Context: an optimization exercise on an open-source flow, tuned for small area, a short achievable clock period and few clock cycles per item. The choices shown serve that exercise and are no tape-out recipe.
Only simulation tests tie the RTL to the original design; equivalence was not proved.
Power figures rest on the tool's default switching activity, not on a simulated workload.

== north ==
// expr_eval_top
module expr_eval_top (
	input  logic                     clk_2,
	input  logic                     rst_n,
	input  logic                     in_valid,
	input  expr_token_pkg::tok_val_t tok_in,
	input  logic                     op_flag,
	input  logic                     mode,
	output logic                     out_valid,
	output expr_token_pkg::result_t  result
);
	localparam int NT = 16;
	localparam int NS = 9;   
	localparam int NC = 4;   
	localparam int NO = 9;   
	typedef expr_token_pkg::result_t word_t;
	logic       fr;          
	logic       en;          
	logic       pmode;       
	logic [3:0] wp;          
	logic [3:0] rp;          
	logic [4:0] rem;         
	logic       c0v, c1v, c2v, c3v;   
	logic [3:0] tbuf [0:NT-1];
	logic [3:0] c0, c1;      
	word_t         x;        
	logic          xv;       
	logic          xl;       
	logic          pb;       
	logic          xlast;    
	word_t         cs [0:NC-1];
	logic [2:0]    ls [0:NS-1];
	logic [NS-1:0] ts;       
	logic [NO-1:0] ov;       
	logic [NO-1:0] oh;       
	logic [2:0]    oop [0:NO-1];
	logic          drn;      
	logic          busy;     
	logic          absb;     
	word_t         acc;
	logic       qls_r;       
	logic       qtk_r;       
	logic       sub_r;       
	logic       pinv_r;      
	logic       qinv_r;      
	logic [4:0] opk_r;       
	logic       mcs_r;       
	logic [5:0] bsel_r;      
	logic       tok_new, ended;
	logic [3:0] pins;
	assign tok_new = in_valid & ~en;
	assign ended   = en | (fr & ~in_valid);
	assign pins    = {op_flag, tok_in};
	word_t s0;
	assign s0 = ts[0] ? cs[0] : {29'd0, ls[0]};
	logic       alu_go, cfg_sx, push_x, ld_c0, ld_c1;
	logic       o_push, o_push_has, o_set_has;
	logic [2:0] aop;
	logic [1:0] ncons;
	word_t p, q, y, t, y_mul, mcand;
	logic  is_mul, mul_slow, mul_setup, mul_iter, abs_setup, fin;
  ...
Size: about 2200 cells after synthesis, ~400 flip-flops, ~41 I/O pins.
export LEC_CHECK = 0
export CAP_MARGIN = 20
export CORE_MARGIN = 2
export CORE_UTILIZATION = 60
export PLACE_DENSITY = 0.85
export SLEW_MARGIN = 20
create_clock -name core_clock -period 10.0 [get_ports {clk_2}]
standard.sh (not shown) runs the stock make flow with config.mk's settings and CLKGATE_MAP_FILE= SYNTH_SCRIPT=/design/flow/synth_recipe.tcl, a recipe that flattens the netlist after the stock synthesis.
==> flow/flow/run.sh <==
#!/bin/bash
# Standard layout, with timing repair aiming for more setup slack.
set -euo pipefail
bash standard.sh SETUP_SLACK_MARGIN=6 finish > standard_flow.log 2>&1
Testbench counts of north, summed over its fixed seeds: cycles 22,062, frames 1,600.
Input-level comparison between south and north:
--- a/flow/config.mk
+++ b/flow/config.mk
@@ -10,2 +10,2 @@
-export CORE_UTILIZATION = 60
-export PLACE_DENSITY = 0.85
+export CORE_UTILIZATION = 55
+export PLACE_DENSITY = 0.75
==> notes.md <==
south: all stages complete, timing, DRC and antenna checks passed. ~same worst hold slack in north and south. Summary: static leakage, south better than north. south vs north: die width up by a few percent.

* * *

== the reference run ==
Starting RTL as in the previous note.
Settings: LEC_CHECK=0, CAP_MARGIN=20, CORE_MARGIN=2, CORE_UTILIZATION=55, PLACE_DENSITY=0.75, SLEW_MARGIN=20, TNS_END_PERCENT=5; clock period 10.0 ns.
Scripts as last shown in full above: flow/flow/run.sh
No stage failed in the reference run, and the final checks on the layout all came back clean.
Testbench counts of the reference run, summed over its fixed seeds: cycles 22,062, frames 1,600.
Edits applied to the flow inputs when going from the reference run to the trial run:
==> flow/flow/run.sh <==
#!/bin/bash
# Standard layout, with timing repair aiming for more setup slack.
set -euo pipefail
bash standard.sh SETUP_SLACK_MARGIN=7 finish > standard_flow.log 2>&1
==> notes.md <==
As far as detailed placer's ending HPWL is concerned, the reference run and the trial run perform about the same.
From the reference run to the trial run the numbers moved as follows: least setup slack across all paths after layout now sits lower, total met2 wirelength after detailed routing now sits higher.
Cmp the trial run and the reference run / synthesis-to-layout area growth / lower: the reference run
| total power | the trial run vs the reference run | worse |

* * *

Another version of the RTL of expr_eval_top (not shown whole).
Size in the first run: roughly 2300 cells after synthesis, ~400 flip-flops, roughly 41 I/O pins, ~24000 sq um of cells after synthesis.
export LEC_CHECK = 0
export CAP_MARGIN = 20
export CORE_MARGIN = 2
export CORE_UTILIZATION = 60
export PLACE_DENSITY = 0.85
export SLEW_MARGIN = 20
create_clock -name core_clock -period 10.0 [get_ports {clk_2}]
==> flow/flow/run.sh <==
#!/bin/bash
# Standard layout, with timing repair aiming for more setup slack.
set -euo pipefail
bash standard.sh SETUP_SLACK_MARGIN=6 finish > standard_flow.log 2>&1
The starting point passed the timing, design-rule and antenna checks.
Testbench counts at the start, summed over its fixed seeds: cycles 22,062, frames 1,600.
Then changed:
==> flow/flow/run.sh (replaced) <==
#!/bin/bash
# Standard layout, with timing repair aiming for more setup slack.
set -euo pipefail
bash standard.sh SETUP_SLACK_MARGIN=7 finish > standard_flow.log 2>&1
Settings changed: CORE_UTILIZATION 60 to 55, PLACE_DENSITY 0.85 to 0.75, TNS_END_PERCENT set to 5.
Global-route usage drops by 3.5 points.
Critical path depth came out lower by 14.
Setup slack got worse by 0.013 ns.
Clock-buffer cell count came out lower by 7.
Die area goes up by about 9%.
Synthesized area is unchanged.
Sequential power is lower by about 2%.
Fmax fell by about 0.3%.
Wire length goes down by 2.3%.
Register-to-register slack improves by 0.04 ns.

-- what the ideal ports hide --
The results above use ideal ports. As a check the final layouts listed here were re-extracted and re-timed, cells and wires unchanged.
Step 1 assumes that a clkbuf_16 drives the clock port and a buf_2 every other input.
Step 2 times the ports against the registers' clock, not the clock port: input delays grow and output delays shrink by t, the midpoint of the rising clock arrivals with the driver on.
a / b / c = ideal ports / drivers / drivers and shift; a / b = the first two.
| run | t, ns | setup WS [ns] | worst setup path at the end |
|---|---|---|---|
| north | 0.608 | 5.944 / 5.932 / 5.470 | input to register |
| south | 0.631 | 5.979 / 5.927 / 5.511 | input to register |
| the reference run | 0.625 | 5.893 / 5.839 / 5.342 | input to register |
| the trial run | 0.629 | 5.889 / 5.889 / 5.414 | input to register |
| the first run of note 3 | 0.631 | 5.846 / 5.846 / 5.399 | input to register |
| the second run of note 3 | 0.629 | 5.833 / 5.778 / 5.376 | input to register |
After both steps every run listed still meets setup and hold. For the reference run, which loses most, drivers alone change the setup slack by -0.054 ns; drivers and shift together by -0.551 ns.
